Context: an optimization exercise on an open-source flow, tuned for small area and a short achievable clock period. The choices shown serve that exercise and are no tape-out recipe. Where RTL was checked, it was by simulation tests only, not by an equivalence proof against the original. The flow treats the clock pin as an ideal source. Dropping or thinning the clock tree relies on that and would not hold on a real chip. Power figures rest on the tool's default switching activity, not on a simulated workload.

==> job 4594: inputs <==
Design core_top, start of the top module:
module core_top #(
  parameter int reset_pulse_cycles = 1048576
) (
  input  logic                          clk_74a,
  input  logic                          pll_core_locked,
  input  logic [core_pkg::bridge_w-1:0] bridge_addr,
  input  logic                          bridge_wr,
  input  logic [core_pkg::bridge_w-1:0] bridge_wr_data,
  input  logic [31:0]                   cont1_joy,
  input  logic [core_pkg::bridge_w-1:0] rtc_date,
  input  logic [core_pkg::bridge_w-1:0] rtc_time,
  input  logic [core_pkg::rgb_w-1:0]    rgb_in,
  input  logic                          de_in,
  input  logic                          vs_in,
  input  logic [core_pkg::chan_w-1:0]   snap_index,
  output logic                          core_reset,
  output logic [core_pkg::chan_w-1:0]   stick_x,
  output logic [core_pkg::chan_w-1:0]   stick_y,
  output logic [23:0]                   video_rgb,
  output logic                          video_de,
  output logic [core_pkg::rtc_w-1:0]    rtc_word
);
clock: 18.0 ns
lec_check: 0
cap_margin: 20
core_margin: 2
core_utilization: 40
slew_margin: 20
standard.sh (not shown) runs the stock make flow with config.mk's settings and CLKGATE_MAP_FILE= SYNTH_SCRIPT=/design/flow/synth_recipe.tcl, a recipe that flattens the netlist after the stock synthesis.
==> flow/flow/run.sh <==
#!/bin/bash
# The standard layout (standard.sh), with these changes to how it is made:
# - the ports get the smallest buffer (buf_1) instead of the delay buffer
#   buffer_ports picks by itself;
# - after synthesis, polar.py removes inverters between adder cells by
#   flipping full adders (a full adder is self-dual), without touching the
#   registers or changing the logic function;
# - after global placement, the gate that makes core_reset gets its own
#   buffer on pll_core_locked (clone_reset_buf.tcl), apart from the reset tree;
# - after clock tree synthesis, its 17-buffer H-tree is replaced by a root
#   buffer and 8 leaf buffers over k-means groups of the registers
#   (post_cts.tcl, manual_cts.tcl);
# - timing repair aims for 10.3 ns of setup slack, well beyond the 18 ns
#   constraint, so that it shortens the critical paths.
# The constraints (constraint.sdc) and everything else are the standard flow's.
set -eo pipefail
export BUFFER_PORTS_ARGS="-buffer_cell sky130_fd_sc_hd__buf_1"
export SETUP_SLACK_MARGIN=10.3
export CTS_ARGS="-sink_clustering_enable -repair_clock_nets -buf_list sky130_fd_sc_hd__clkbuf_8 -dont_use_dummy_load"
export POST_CTS_TCL=$PWD/flow/post_cts.tcl
export MCTS_LEAVES=8
export MCTS_LEAF=sky130_fd_sc_hd__clkbuf_8
export MCTS_ROOT=sky130_fd_sc_hd__clkbuf_8
RES=$PWD/orfs/results/sky130hd/core_top/base
bash standard.sh $RES/1_2_yosys.v 2>&1 | tee standard_0.log
python3 flow/polar.py $RES/1_2_yosys.v $RES/1_2_yosys.v 2>&1 | tee polar.log
bash standard.sh $RES/3_3_place_gp.odb 2>&1 | tee standard_1.log
CLONE_ODB=$RES/3_3_place_gp.odb openroad -no_init -exit flow/clone_reset_buf.tcl 2>&1 | tee clone.log
bash standard.sh 2>&1 | tee standard_2.log
==> flow/flow/post_cts.tcl <==
# POST_CTS hook: replace TritonCTS's clock tree (an H-tree of 17 buffers for
# this small design) with a two-level tree: the clock port drives one root
# buffer, which drives one leaf buffer per k-means group of registers.
source [file join [file dirname [info script]] manual_cts.tcl]
set block [ord::get_db_block]
set clknet [$block findNet clk_74a]
# registers' clock pins, wherever CTS connected them
set sinks {}
foreach inst [$block getInsts] {
  set ck [$inst findITerm CLK]
  if {$ck ne "NULL" && [$ck getNet] ne "NULL"} { lappend sinks $ck }
}
# remove the CTS buffers and their nets
set removed 0
foreach inst [$block getInsts] {
  set m [[$inst getMaster] getName]
  if {[string match "clkbuf_*" [$inst getName]] || [string match "clkload*" [$inst getName]]} {
    odb::dbInst_destroy $inst; incr removed
  }
}
foreach net [$block getNets] {
  if {[string match "clknet_*" [$net getName]]} { odb::dbNet_destroy $net }
}
foreach ck $sinks { if {[$ck getNet] ne "NULL"} { $ck disconnect }; $ck connect $clknet }
puts "post_cts: removed $removed CTS cells, [llength $sinks] sinks"
manual_clock_tree $::env(MCTS_LEAVES) $::env(MCTS_LEAF) $::env(MCTS_ROOT)
detailed_placement
check_placement -verbose
estimate_parasitics -placement
Other scripts of this flow, unchanged in this note and not shown: flow/flow/clone_reset_buf.tcl, flow/flow/manual_cts.tcl, flow/flow/polar.py
==> job 7873 (differences from job 4594) <==
--- a/flow/flow/run.sh
+++ b/flow/flow/run.sh
@@ -8,17 +8,22 @@
 # - after global placement, the gate that makes core_reset gets its own
 #   buffer on pll_core_locked (clone_reset_buf.tcl), apart from the reset tree;
 # - after clock tree synthesis, its 17-buffer H-tree is replaced by a root
-#   buffer and 8 leaf buffers over k-means groups of the registers
+#   buffer and leaf buffers over k-means groups of the registers, as many
+#   groups (from 8) as keep the estimated clock-pin slew under 95 ps
 #   (post_cts.tcl, manual_cts.tcl);
 # - timing repair aims for 10.3 ns of setup slack, well beyond the 18 ns
 #   constraint, so that it shortens the critical paths.
+# - the constant outputs share the tie cells synthesis made, instead of one
+#   tie cell per output (SKIP_REPAIR_TIE_FANOUT).
 # The constraints (constraint.sdc) and everything else are the standard flow's.
 set -eo pipefail
 export BUFFER_PORTS_ARGS="-buffer_cell sky130_fd_sc_hd__buf_1"
-export SETUP_SLACK_MARGIN=10.3
+export SETUP_SLACK_MARGIN=10.2
+export SKIP_REPAIR_TIE_FANOUT=1
 export CTS_ARGS="-sink_clustering_enable -repair_clock_nets -buf_list sky130_fd_sc_hd__clkbuf_8 -dont_use_dummy_load"
 export POST_CTS_TCL=$PWD/flow/post_cts.tcl
 export MCTS_LEAVES=8
+export MCTS_SLEW_TARGET=0.095
 export MCTS_LEAF=sky130_fd_sc_hd__clkbuf_8
 export MCTS_ROOT=sky130_fd_sc_hd__clkbuf_8
 RES=$PWD/orfs/results/sky130hd/core_top/base
==> flow/flow/post_cts.tcl (replaced) <==
source [file join [file dirname [info script]] manual_cts.tcl]
set block [ord::get_db_block]
set clknet [$block findNet clk_74a]
set sinks {}
foreach inst [$block getInsts] {
  set ck [$inst findITerm CLK]
  if {$ck ne "NULL" && [$ck getNet] ne "NULL"} { lappend sinks $ck }
}
proc remove_tree {block} {
  set removed 0
  foreach inst [$block getInsts] {
    set n [$inst getName]
    if {[string match "clkbuf_*" $n] || [string match "clkload*" $n] || [string match "clkroot_buf" $n] || [string match "clkleaf_buf_*" $n]} {
      odb::dbInst_destroy $inst; incr removed
    }
  }
  foreach net [$block getNets] {
    set n [$net getName]
    if {[string match "clknet_*" $n] || $n eq "clkroot_net" || [string match "clkleaf_net_*" $n]} { odb::dbNet_destroy $net }
  }
  return $removed
}
proc worst_clk_slew {} {
  estimate_parasitics -placement
  set worst 0
  foreach pin [get_pins -of_objects [all_registers] -filter "name==CLK"] {
    set s [get_property $pin slew_max]
    if {$s > $worst} { set worst $s }
  }
  return $worst
}
set target $::env(MCTS_SLEW_TARGET)
for {set nleaf $::env(MCTS_LEAVES)} {$nleaf <= 20} {incr nleaf} {
  set removed [remove_tree $block]
  foreach ck $sinks { if {[$ck getNet] ne "NULL"} { $ck disconnect }; $ck connect $clknet }
  manual_clock_tree $nleaf $::env(MCTS_LEAF) $::env(MCTS_ROOT)
  set w [worst_clk_slew]
  puts "post_cts: $nleaf leaves, removed $removed cells, worst clock-pin slew $w"
  if {$w <= $target} { break }
}
detailed_placement
check_placement -verbose
set w [worst_clk_slew]
puts "post_cts: after legalizing, worst clock-pin slew $w"
==> run notes <==
final net count=1526; maximum cell stage delay along the critical path=0.17 ns; Worst Setup EP=rtc_word[11]; critical register-to-register path startpoint=i_settings.strength[1]; cells along the critical path=buf_1, buf_1; Multi-input comb cells=between 700 and 800; final cell utilization of the core=44.3%; drt via density=5.06; WP data arrival=~3.9 ns; outcome=no timing/DRC/antenna violations; sequential portion of the cell area=26.7%
[end of results for job 4594]
==> run notes <==
outcome=no timing/DRC/antenna violations; sequential portion of the cell area=26.8%; Worst Setup EP=i_color.video_rgb[22]; final net count=~1500; WP data arrival=7.92 ns; register area=2870 µm²; Multi-input comb cells=between 700 and 800; critical register-to-register path startpoint=i_settings.strength[0]; final cell utilization of the core=between 40 and 50%; maximum cell stage delay along the critical path=0.54 ns
[end of results for job 7873]
No run of this note takes its clock network from TritonCTS; it comes from the design's own scripts or RTL.

---

==> inputs of build 7 <==
core_top, a different RTL version from the one above (not shown whole).
==> module stick_deadzone, before the edit <==
module stick_deadzone (
  input  logic                        clk_74a,
  input  logic                        pll_core_locked,
  input  logic [core_pkg::chan_w-1:0] joy_x,
  input  logic [core_pkg::chan_w-1:0] joy_y,
  input  logic [core_pkg::chan_w-1:0] deadzone,
  output logic [core_pkg::chan_w-1:0] stick_x,
  output logic [core_pkg::chan_w-1:0] stick_y
);
  logic [6:0] ux;
  logic [6:0] uy;
  logic [7:0] sum_s;
  logic [7:0] sum_c;
  logic [8:0] total;
  logic       ny;
  logic       outside;
  assign ux = joy_x[6:0] ^ {7{~joy_x[7]}};
  assign uy = joy_y[6:0] ^ {7{~joy_y[7]}};
  assign sum_s = {~deadzone[7], ux ^ uy ^ ~deadzone[6:0]};
  assign sum_c = {(ux & uy) | (ux & ~deadzone[6:0]) | (uy & ~deadzone[6:0]), ~joy_x[7]};
  assign ny    = ~joy_y[7];
  assign total = 9'(sum_s) + 9'(sum_c) + 9'(ny);
  assign outside = total[8];
  always_ff @(posedge clk_74a or negedge pll_core_locked) begin
    if (!pll_core_locked) begin
      stick_x <= core_pkg::stick_center;
      stick_y <= core_pkg::stick_center;
    end else begin
      stick_x <= outside ? joy_x : core_pkg::stick_center;
      stick_y <= outside ? joy_y : core_pkg::stick_center;
    end
  end
endmodule
==> module color_correct, before the edit <==
module color_correct (
  input  logic                        clk_74a,
  input  logic                        pll_core_locked,
  input  logic [core_pkg::rgb_w-1:0]  rgb_in,
  input  logic                        de_in,
  input  logic                        vs_in,
  input  logic [core_pkg::chan_w-1:0] snap_index,
  input  logic [core_pkg::chan_w-1:0] strength,
  input  logic                        square_pixels,
  output core_pkg::video_word_u       video_rgb,
  output logic                        video_de
);
  logic                  prev_vs;
  logic                  snap_even;
  logic [7:0]            out_g;
  core_pkg::video_word_u pix_word;
  core_pkg::video_word_u slot_word;
  cc_rb i_rb (
    .cr (rgb_in[23:16]),
    .cb (rgb_in[7:0]),
    .s  (strength),
    .or_(pix_word.pixel.r),
    .ob (pix_word.pixel.b)
  );
  assign out_g            = rgb_in[15:8] - 8'((rgb_in[15] ? strength : 8'd0) < rgb_in[15:8]);
  assign pix_word.pixel.g = out_g;
  always_comb begin
    slot_word.slot.pad_hi             = '0;
    slot_word.slot.slot_interlace_odd = snap_even;
    slot_word.slot.slot_square        = square_pixels;
    slot_word.slot.pad_lo             = '0;
  end
  always_ff @(posedge clk_74a or negedge pll_core_locked) begin
    if (!pll_core_locked) begin
      prev_vs   <= 1'b0;
      snap_even <= 1'b1;
      video_de  <= 1'b0;
      video_rgb <= '0;
    end else begin
      prev_vs  <= vs_in;
      video_de <= de_in;
      if (vs_in && !prev_vs) begin
        snap_even <= ~snap_index[0];
      end
      if (de_in) begin
        video_rgb <= pix_word;
      end else if (video_de) begin
        video_rgb <= slot_word;
      end
    end
  end
endmodule
Settings: LEC_CHECK=0, CAP_MARGIN=20, CORE_MARGIN=2, CORE_UTILIZATION=40, SLEW_MARGIN=20; clock period 18.0 ns.
==> flow/flow/run.sh <==
#!/bin/bash
# The standard layout (standard.sh), with these changes to how it is made:
# - the ports get the smallest buffer (buf_1) instead of the delay buffer
#   buffer_ports picks by itself;
# - after synthesis, polar.py removes inverters between adder cells by
#   flipping full adders (a full adder is self-dual), without touching the
#   registers or changing the logic function;
# - after global placement, the gate that makes core_reset gets its own
#   buffer on pll_core_locked (clone_reset_buf.tcl), apart from the reset tree;
# - after clock tree synthesis, its 17-buffer H-tree is replaced by a root
#   buffer and 8 leaf buffers over k-means groups of the registers
#   (post_cts.tcl, manual_cts.tcl);
# - timing repair aims for 10.3 ns of setup slack, well beyond the 18 ns
#   constraint, so that it shortens the critical paths.
# The constraints (constraint.sdc) and everything else are the standard flow's.
set -eo pipefail
export BUFFER_PORTS_ARGS="-buffer_cell sky130_fd_sc_hd__buf_1"
export SETUP_SLACK_MARGIN=10.3
export CTS_ARGS="-sink_clustering_enable -repair_clock_nets -buf_list sky130_fd_sc_hd__clkbuf_8 -dont_use_dummy_load"
export POST_CTS_TCL=$PWD/flow/post_cts.tcl
export MCTS_LEAVES=8
export MCTS_LEAF=sky130_fd_sc_hd__clkbuf_8
export MCTS_ROOT=sky130_fd_sc_hd__clkbuf_8
RES=$PWD/orfs/results/sky130hd/core_top/base
bash standard.sh $RES/1_2_yosys.v 2>&1 | tee standard_0.log
python3 flow/polar.py $RES/1_2_yosys.v $RES/1_2_yosys.v 2>&1 | tee polar.log
bash standard.sh $RES/3_3_place_gp.odb 2>&1 | tee standard_1.log
CLONE_ODB=$RES/3_3_place_gp.odb openroad -no_init -exit flow/clone_reset_buf.tcl 2>&1 | tee clone.log
bash standard.sh 2>&1 | tee standard_2.log
==> flow/flow/post_cts.tcl <==
# POST_CTS hook: replace TritonCTS's clock tree (an H-tree of 17 buffers for
# this small design) with a two-level tree: the clock port drives one root
# buffer, which drives one leaf buffer per k-means group of registers.
source [file join [file dirname [info script]] manual_cts.tcl]
set block [ord::get_db_block]
set clknet [$block findNet clk_74a]
# registers' clock pins, wherever CTS connected them
set sinks {}
foreach inst [$block getInsts] {
  set ck [$inst findITerm CLK]
  if {$ck ne "NULL" && [$ck getNet] ne "NULL"} { lappend sinks $ck }
}
# remove the CTS buffers and their nets
set removed 0
foreach inst [$block getInsts] {
  set m [[$inst getMaster] getName]
  if {[string match "clkbuf_*" [$inst getName]] || [string match "clkload*" [$inst getName]]} {
    odb::dbInst_destroy $inst; incr removed
  }
}
foreach net [$block getNets] {
  if {[string match "clknet_*" [$net getName]]} { odb::dbNet_destroy $net }
}
foreach ck $sinks { if {[$ck getNet] ne "NULL"} { $ck disconnect }; $ck connect $clknet }
puts "post_cts: removed $removed CTS cells, [llength $sinks] sinks"
manual_clock_tree $::env(MCTS_LEAVES) $::env(MCTS_LEAF) $::env(MCTS_ROOT)
detailed_placement
check_placement -verbose
estimate_parasitics -placement
Other scripts of this flow, unchanged in this note and not shown: flow/flow/clone_reset_buf.tcl, flow/flow/manual_cts.tcl, flow/flow/polar.py
==> trial 53 (differences from build 7) <==
--- a/flow/design.v
+++ b/flow/design.v
@@ -237,5 +237,4 @@
   logic [7:0] sum_s;
   logic [7:0] sum_c;
-  logic [8:0] total;
   logic       ny;
   logic       outside;
@@ -245,6 +244,36 @@
   assign sum_c = {(ux & uy) | (ux & ~deadzone[6:0]) | (uy & ~deadzone[6:0]), ~joy_x[7]};
   assign ny    = ~joy_y[7];
-  assign total = 9'(sum_s) + 9'(sum_c) + 9'(ny);
-  assign outside = total[8];
+  wire dz_0 = sum_s[0] & sum_c[0];
+  wire dz_1 = sum_s[0] | sum_c[0];
+  wire dz_2 = sum_s[1] & sum_c[1];
+  wire dz_3 = sum_s[1] | sum_c[1];
+  wire dz_4 = sum_s[2] & sum_c[2];
+  wire dz_5 = sum_s[2] | sum_c[2];
+  wire dz_6 = sum_s[3] & sum_c[3];
+  wire dz_7 = sum_s[3] | sum_c[3];
+  wire dz_8 = sum_s[4] & sum_c[4];
+  wire dz_9 = sum_s[4] | sum_c[4];
+  wire dz_10 = sum_s[5] & sum_c[5];
+  wire dz_11 = sum_s[5] | sum_c[5];
+  wire dz_12 = sum_s[6] & sum_c[6];
+  wire dz_13 = sum_s[6] | sum_c[6];
+  wire dz_14 = sum_s[7] & sum_c[7];
+  wire dz_15 = sum_s[7] | sum_c[7];
+  wire dz_16 = dz_0 | (dz_1 & ny);
+  wire dz_17 = dz_2 | (dz_3 & dz_16);
+  wire dz_18 = dz_3 & dz_1;
+  wire dz_19 = dz_6 | (dz_7 & dz_4);
+  wire dz_20 = dz_7 & dz_5;
+  wire dz_21 = dz_10 | (dz_11 & dz_8);
+  wire dz_22 = dz_11 & dz_9;
+  wire dz_23 = dz_14 | (dz_15 & dz_12);
+  wire dz_24 = dz_15 & dz_13;
+  wire dz_25 = dz_19 | (dz_20 & dz_17);
+  wire dz_26 = dz_20 & dz_18;
+  wire dz_27 = dz_23 | (dz_24 & dz_21);
+  wire dz_28 = dz_24 & dz_22;
+  wire dz_29 = dz_27 | (dz_28 & dz_25);
+  wire dz_30 = dz_28 & dz_26;
+  assign outside = dz_29;
   always_ff @(posedge clk_74a or negedge pll_core_locked) begin
     if (!pll_core_locked) begin
@@ -281,5 +310,39 @@
     .ob (pix_word.pixel.b)
   );
-  assign out_g            = rgb_in[15:8] - 8'((rgb_in[15] ? strength : 8'd0) < rgb_in[15:8]);
+  logic g_lt;
+  logic g_dec;
+  wire gl_0 = rgb_in[8] & ~strength[0];
+  wire gl_1 = rgb_in[8] | ~strength[0];
+  wire gl_2 = rgb_in[9] & ~strength[1];
+  wire gl_3 = rgb_in[9] | ~strength[1];
+  wire gl_4 = rgb_in[10] & ~strength[2];
+  wire gl_5 = rgb_in[10] | ~strength[2];
+  wire gl_6 = rgb_in[11] & ~strength[3];
+  wire gl_7 = rgb_in[11] | ~strength[3];
+  wire gl_8 = rgb_in[12] & ~strength[4];
+  wire gl_9 = rgb_in[12] | ~strength[4];
+  wire gl_10 = rgb_in[13] & ~strength[5];
+  wire gl_11 = rgb_in[13] | ~strength[5];
+  wire gl_12 = rgb_in[14] & ~strength[6];
+  wire gl_13 = rgb_in[14] | ~strength[6];
+  wire gl_14 = rgb_in[15] & ~strength[7];
+  wire gl_15 = rgb_in[15] | ~strength[7];
+  wire gl_16 = gl_2 | (gl_3 & gl_0);
+  wire gl_17 = gl_3 & gl_1;
+  wire gl_18 = gl_6 | (gl_7 & gl_4);
+  wire gl_19 = gl_7 & gl_5;
+  wire gl_20 = gl_10 | (gl_11 & gl_8);
+  wire gl_21 = gl_11 & gl_9;
+  wire gl_22 = gl_14 | (gl_15 & gl_12);
+  wire gl_23 = gl_15 & gl_13;
+  wire gl_24 = gl_18 | (gl_19 & gl_16);
+  wire gl_25 = gl_19 & gl_17;
+  wire gl_26 = gl_22 | (gl_23 & gl_20);
+  wire gl_27 = gl_23 & gl_21;
+  wire gl_28 = gl_26 | (gl_27 & gl_24);
+  wire gl_29 = gl_27 & gl_25;
+  assign g_lt             = gl_28;
+  assign g_dec            = rgb_in[15] ? g_lt : (rgb_in[15:8] != 8'd0);
+  assign out_g            = rgb_in[15:8] - {7'd0, g_dec};
   assign pix_word.pixel.g = out_g;
   always_comb begin
--- a/flow/flow/run.sh
+++ b/flow/flow/run.sh
@@ -9,15 +9,20 @@
 #   buffer on pll_core_locked (clone_reset_buf.tcl), apart from the reset tree;
 # - after clock tree synthesis, its 17-buffer H-tree is replaced by a root
-#   buffer and 8 leaf buffers over k-means groups of the registers
+#   buffer and leaf buffers over k-means groups of the registers, as many
+#   groups (from 8) as keep the estimated clock-pin slew under 95 ps
 #   (post_cts.tcl, manual_cts.tcl);
 # - timing repair aims for 10.3 ns of setup slack, well beyond the 18 ns
 #   constraint, so that it shortens the critical paths.
+# - the constant outputs share the tie cells synthesis made, instead of one
+#   tie cell per output (SKIP_REPAIR_TIE_FANOUT).
 # The constraints (constraint.sdc) and everything else are the standard flow's.
 set -eo pipefail
 export BUFFER_PORTS_ARGS="-buffer_cell sky130_fd_sc_hd__buf_1"
 export SETUP_SLACK_MARGIN=10.3
+export SKIP_REPAIR_TIE_FANOUT=1
 export CTS_ARGS="-sink_clustering_enable -repair_clock_nets -buf_list sky130_fd_sc_hd__clkbuf_8 -dont_use_dummy_load"
 export POST_CTS_TCL=$PWD/flow/post_cts.tcl
 export MCTS_LEAVES=8
+export MCTS_SLEW_TARGET=0.095
 export MCTS_LEAF=sky130_fd_sc_hd__clkbuf_8
 export MCTS_ROOT=sky130_fd_sc_hd__clkbuf_8
==> flow/flow/post_cts.tcl (replaced) <==
source [file join [file dirname [info script]] manual_cts.tcl]
set block [ord::get_db_block]
set clknet [$block findNet clk_74a]
set sinks {}
foreach inst [$block getInsts] {
  set ck [$inst findITerm CLK]
  if {$ck ne "NULL" && [$ck getNet] ne "NULL"} { lappend sinks $ck }
}
proc remove_tree {block} {
  set removed 0
  foreach inst [$block getInsts] {
    set n [$inst getName]
    if {[string match "clkbuf_*" $n] || [string match "clkload*" $n] || [string match "clkroot_buf" $n] || [string match "clkleaf_buf_*" $n]} {
      odb::dbInst_destroy $inst; incr removed
    }
  }
  foreach net [$block getNets] {
    set n [$net getName]
    if {[string match "clknet_*" $n] || $n eq "clkroot_net" || [string match "clkleaf_net_*" $n]} { odb::dbNet_destroy $net }
  }
  return $removed
}
proc worst_clk_slew {} {
  estimate_parasitics -placement
  set worst 0
  foreach pin [get_pins -of_objects [all_registers] -filter "name==CLK"] {
    set s [get_property $pin slew_max]
    if {$s > $worst} { set worst $s }
  }
  return $worst
}
set target $::env(MCTS_SLEW_TARGET)
for {set nleaf $::env(MCTS_LEAVES)} {$nleaf <= 20} {incr nleaf} {
  set removed [remove_tree $block]
  foreach ck $sinks { if {[$ck getNet] ne "NULL"} { $ck disconnect }; $ck connect $clknet }
  manual_clock_tree $nleaf $::env(MCTS_LEAF) $::env(MCTS_ROOT)
  set w [worst_clk_slew]
  puts "post_cts: $nleaf leaves, removed $removed cells, worst clock-pin slew $w"
  if {$w <= $target} { break }
}
detailed_placement
check_placement -verbose
set w [worst_clk_slew]
puts "post_cts: after legalizing, worst clock-pin slew $w"
--- a/flow/config.mk
+++ b/flow/config.mk
@@ -8,4 +8,5 @@
 export CAP_MARGIN = 20
 export CORE_MARGIN = 2
-export CORE_UTILIZATION = 40
+export CORE_UTILIZATION = 65
+export PLACE_DENSITY = 0.75
 export SLEW_MARGIN = 20
==> comparison table <==
| quantity | build 7 | trial 53 |
|---|---|---|
| Endpoint of the worst hold path | i_color.snap_even | i_color.video_rgb[11] |
| Run status | no timing/DRC/antenna violations | no timing/DRC/antenna violations |
| Final instance count without filler cells | 1,552 | 1,367 |
| CP Capture Point | rtc_word[15] | rtc_word[12] |
| Core Util, Final | 43.5% | 71.9% |
| Post-placement cell count | 1,537 | 1,339 |
| Fraction of the cycle the final worst path needs | 41.9% | 41.9% |
| Highest clock rate | 133 MHz | 132 MHz |
| Share of power burned in combinational logic | 41.0% | 37.7% |
| Syn-to-layout area delta | 7.47% | 7.13% |
| Least-Margin Pin Slew | 0.949 ns | 1.02 ns |
| End of the worst register-to-register path | i_color.video_rgb[19] | i_color.video_rgb[22] |
| Clock group share of total power | 17.8% | 21.0% |
| Cell area after synthesis | 10,100 um^2 | 9830 um^2 |
| Clock network power | 0.123 mW | 0.144 mW |
| Worst Hold Margin | 0.457 ns | 0.483 ns |
| Post-layout min period | 7.54 ns | 7.55 ns |
| Worst Skew | 0.0379 ns | 0.0228 ns |
For build 7, only the layout was checked, not whether the RTL still works. No run of this note takes its clock network from TritonCTS; it comes from the design's own scripts or RTL.

==> afterwards: timing with drivers on the ports <==
No port has a modelled driver above. Below, the same layouts with a new extraction and two added sets of constraints.
Step 1 (the two cells are an assumption about what drives the block):
set clk [get_ports {clk_74a}]
set_driving_cell -lib_cell sky130_fd_sc_hd__clkbuf_16 $clk
set_driving_cell -lib_cell sky130_fd_sc_hd__buf_2 [delete_from_list [all_inputs] $clk]
Step 2 adds t to the input delays and takes it off the output delays; t is the mean of the earliest and latest rising clock arrival at the registers after step 1. Input paths then give back, and output paths get back, about the clock's delay inside the block.
Slacks: ideal ports / drivers / drivers and shift; pairs: ideal ports / drivers.
| run | t, ns | setup slack, ns | worst setup path after step 2 |
|---|---|---|---|
| job 4594 | 0.441 | 10.470 / 10.428 / 10.100 | input to register |
| job 7873 | 0.468 | 10.405 / 10.420 / 9.965 | input to register |
| build 7 | 0.417 | 10.457 / 10.426 / 10.093 | input to register |
| trial 53 | 0.463 | 10.452 / 10.428 / 9.989 | input to register |
After both steps every run listed still meets setup and hold. For trial 53, which loses most, drivers alone change the setup slack by -0.024 ns; drivers and shift together by -0.463 ns.
